From an optimization exercise on the open Yosys and OpenROAD flow, aimed at small area and a short achievable clock period; shortcuts taken in it are not production practice. Only simulation tests tie the RTL to the original design; equivalence was not proved. No activity file was given, so power comes from the tool's default toggle rates.

Setup of run 1:
Design icmp_echo_top, start of the top module:
module icmp_echo_top #(
    parameter int unsigned tx_timeout = 1023
)
(
    input  logic        clk,
    input  logic        rstn,
    input  logic        rx_req,
    input  logic [15:0] rx_len,
    input  logic [7:0]  rx_data,
    input  logic        rx_error,
    input  logic        ip_tx_ack,
    input  logic        data_req,
    input  logic        mac_send_end,
    output logic        tx_req,
    output logic        tx_ready,
    output logic [7:0]  tx_data,
    output logic        tx_end
);
make LEC_CHECK=0 CAP_MARGIN=20 CORE_MARGIN=2 CORE_UTILIZATION=65 CTS_CLUSTER_DIAMETER=100 CTS_CLUSTER_SIZE=30 PLACE_DENSITY=0.8 SETUP_SLACK_MARGIN=3.3 SLEW_MARGIN=20 finish   # period 6.0 ns
run.sh (not shown) runs the stock make flow with config.mk's settings and CLKGATE_MAP_FILE= SYNTH_SCRIPT=/design/flow/synth_recipe.tcl, a recipe that flattens the netlist after the stock synthesis.
Run 1 has completed all stages; timing, DRC and antenna checks passed.
Modified inputs, run 2 compared to run 1
- CTS_CLUSTER_SIZE now 25, was 30
- PLACE_DENSITY no longer set, was 0.8
- SETUP_SLACK_MARGIN now 3.6, was 3.3
- CORE_UTILIZATION now 40, was 65
### Flow results
- Power share of the clock group: run 2 higher than run 1
- Higher cell count among run 1 and run 2: run 2
- Lower time the worst path needs with I/O delays and setup among run 1 and run 2: run 2
- Compared with run 1, run 2 shows a post-detailed-route via-to-cell ratio that is 1.0 lower.
- Between run 2 and run 1, it is run 2 whose area growth from synthesis to layout is higher, by 3.0 points.
- Run 2 — first-pass GRT wire length 29 mm lower, run 1 as reference
- Run 1 leaves less setup margin than run 2.
- Run 2 vs run 1: area of all placed cells without fillers up
Input-level comparison between run 3 and run 2:
- CORE_UTILIZATION changed from 40 to 60
- PLACE_DENSITY newly set to 0.75
- CTS_CLUSTER_SIZE changed from 25 to 30
--- outcome ---
Run 3 | status: complete | timing, DRC, antenna: pass. Taking run 2 as the reference, in run 3 clock network latency to the later pin of the worst-skew pair saw little to no change; overall power of the completed layout saw a decrease. For the sequential share of layout area, run 3 came in 1.5 points higher than run 2 did. Global-route wire length before repair, run 3 and run 2: smaller value in run 2. Reported for run 3 and run 2, number of logic stages on the critical path including buffering turned out identical to the last digit. Run 3 vs run 2: non-clock buffer count up.

========
icmp_echo_top, a different RTL version from the one above (not shown whole).
Size: ~3000 cells after synthesis, ~2300 flip-flops, ~42 I/O pins, about 50000 µm² of cells after synthesis.
clock: 6.0 ns
lec_check: 0
cap_margin: 20
core_margin: 2
core_utilization: 40
cts_cluster_diameter: 100
cts_cluster_size: 28
setup_slack_margin: 3.75
slew_margin: 20
Next try:
--- a/flow/config.mk
+++ b/flow/config.mk
@@ -12,3 +12,4 @@
 export CTS_CLUSTER_SIZE = 28
-export SETUP_SLACK_MARGIN = 3.75
+export PLACE_DENSITY = 0.65
+export SETUP_SLACK_MARGIN = 3.7
 export SLEW_MARGIN = 20
What happened: Worst hold slack gets worse by 0.0056 ns; total power is about the same; setup slack gets worse by 0.015 ns; die area stays the same; wire length hardly moves; cell count is about the same; clock power climbs by about 0.7%; utilization hardly moves; non-clock buffer count climbs by 6; cell area stays flat; count of clock-buffer cells in the layout climbs by 4.
Next try:
--- a/flow/config.mk
+++ b/flow/config.mk
@@ -11,4 +11,3 @@
 export CTS_CLUSTER_DIAMETER = 100
-export CTS_CLUSTER_SIZE = 28
-export PLACE_DENSITY = 0.65
+export CTS_CLUSTER_SIZE = 30
 export SETUP_SLACK_MARGIN = 3.7
=> The changed run completed with no timing, DRC or antenna violations; final cell count fell by 0.34%; power fell by 0.75%; sequential cell count stays the same; synthesized area does not change; clock-buffer cell count fell by 11; cell area fell by 0.36%; worst hold slack gets worse by 0.0044 ns; setup slack gets better by 0.0079 ns; clock power fell by about 2%.
Next try:
--- a/flow/config.mk
+++ b/flow/config.mk
@@ -11,3 +11,3 @@
 export CTS_CLUSTER_DIAMETER = 100
-export CTS_CLUSTER_SIZE = 30
+export CTS_CLUSTER_SIZE = 28
 export SETUP_SLACK_MARGIN = 3.7
The changed run completed without violations.
Core utilization went up by 0.10 points.
Wire length stays flat.
Worst setup slack hardly moves.
Sequential share of layout area went down by 0.19 points.
Final area is about the same.
Synthesized area stays the same.
Clock skew hardly moves.
Global-route usage barely changes.
Non-clock buffer count stays the same.
Power went up by 0.84%.
Critical path depth stays the same.

==> afterwards: timing with drivers on the ports <==
The flow's constraints put no driver on any port. The routed layouts listed below were extracted and timed again, unchanged, in two steps.
Step 1 (the two cells are an assumption about what drives the block):
set clk [get_ports {clk}]
set_driving_cell -lib_cell sky130_fd_sc_hd__clkbuf_16 $clk
set_driving_cell -lib_cell sky130_fd_sc_hd__buf_2 [delete_from_list [all_inputs] $clk]
Step 2 moves the port delays by t, midway between the first and last clock arrival at a register: inputs arrive t later, outputs are due t later. That takes back most of the time a late clock gives input paths.
a / b / c = ideal / step 1 / step 2; a / b = the first two.
run | t, ns | slack for setup (ns) | worst setup path after step 2 | slew at the worst register clock pin (ns) | cell pins on the clock port's net
run 1 | 0.728 | 3.256 / 3.256 / 2.687 | input to register | 0.12 / 0.12 | 1
run 2 | 0.754 | 3.604 / 3.584 / 2.884 | input to register | 0.10 / 0.10 | 1
run 3 | 0.731 | 3.602 / 3.578 / 2.894 | input to register | 0.12 / 0.12 | 1
the first run of note 2 | 0.734 | 3.662 / 3.595 / 3.079 | input to register | 0.11 / 0.11 | 1
the second run of note 2 | 0.739 | 3.647 / 3.585 / 2.997 | input to register | 0.11 / 0.11 | 1
the third run of note 2 | 0.734 | 3.655 / 3.591 / 3.060 | input to register | 0.12 / 0.12 | 1
the fourth run of note 2 | 0.735 | 3.655 / 3.592 / 3.037 | input to register | 0.11 / 0.11 | 1
After both steps every run listed still meets setup and hold. The setup slack of run 2, which loses most, moves by -0.020 ns with the drivers and by -0.720 ns with both steps.
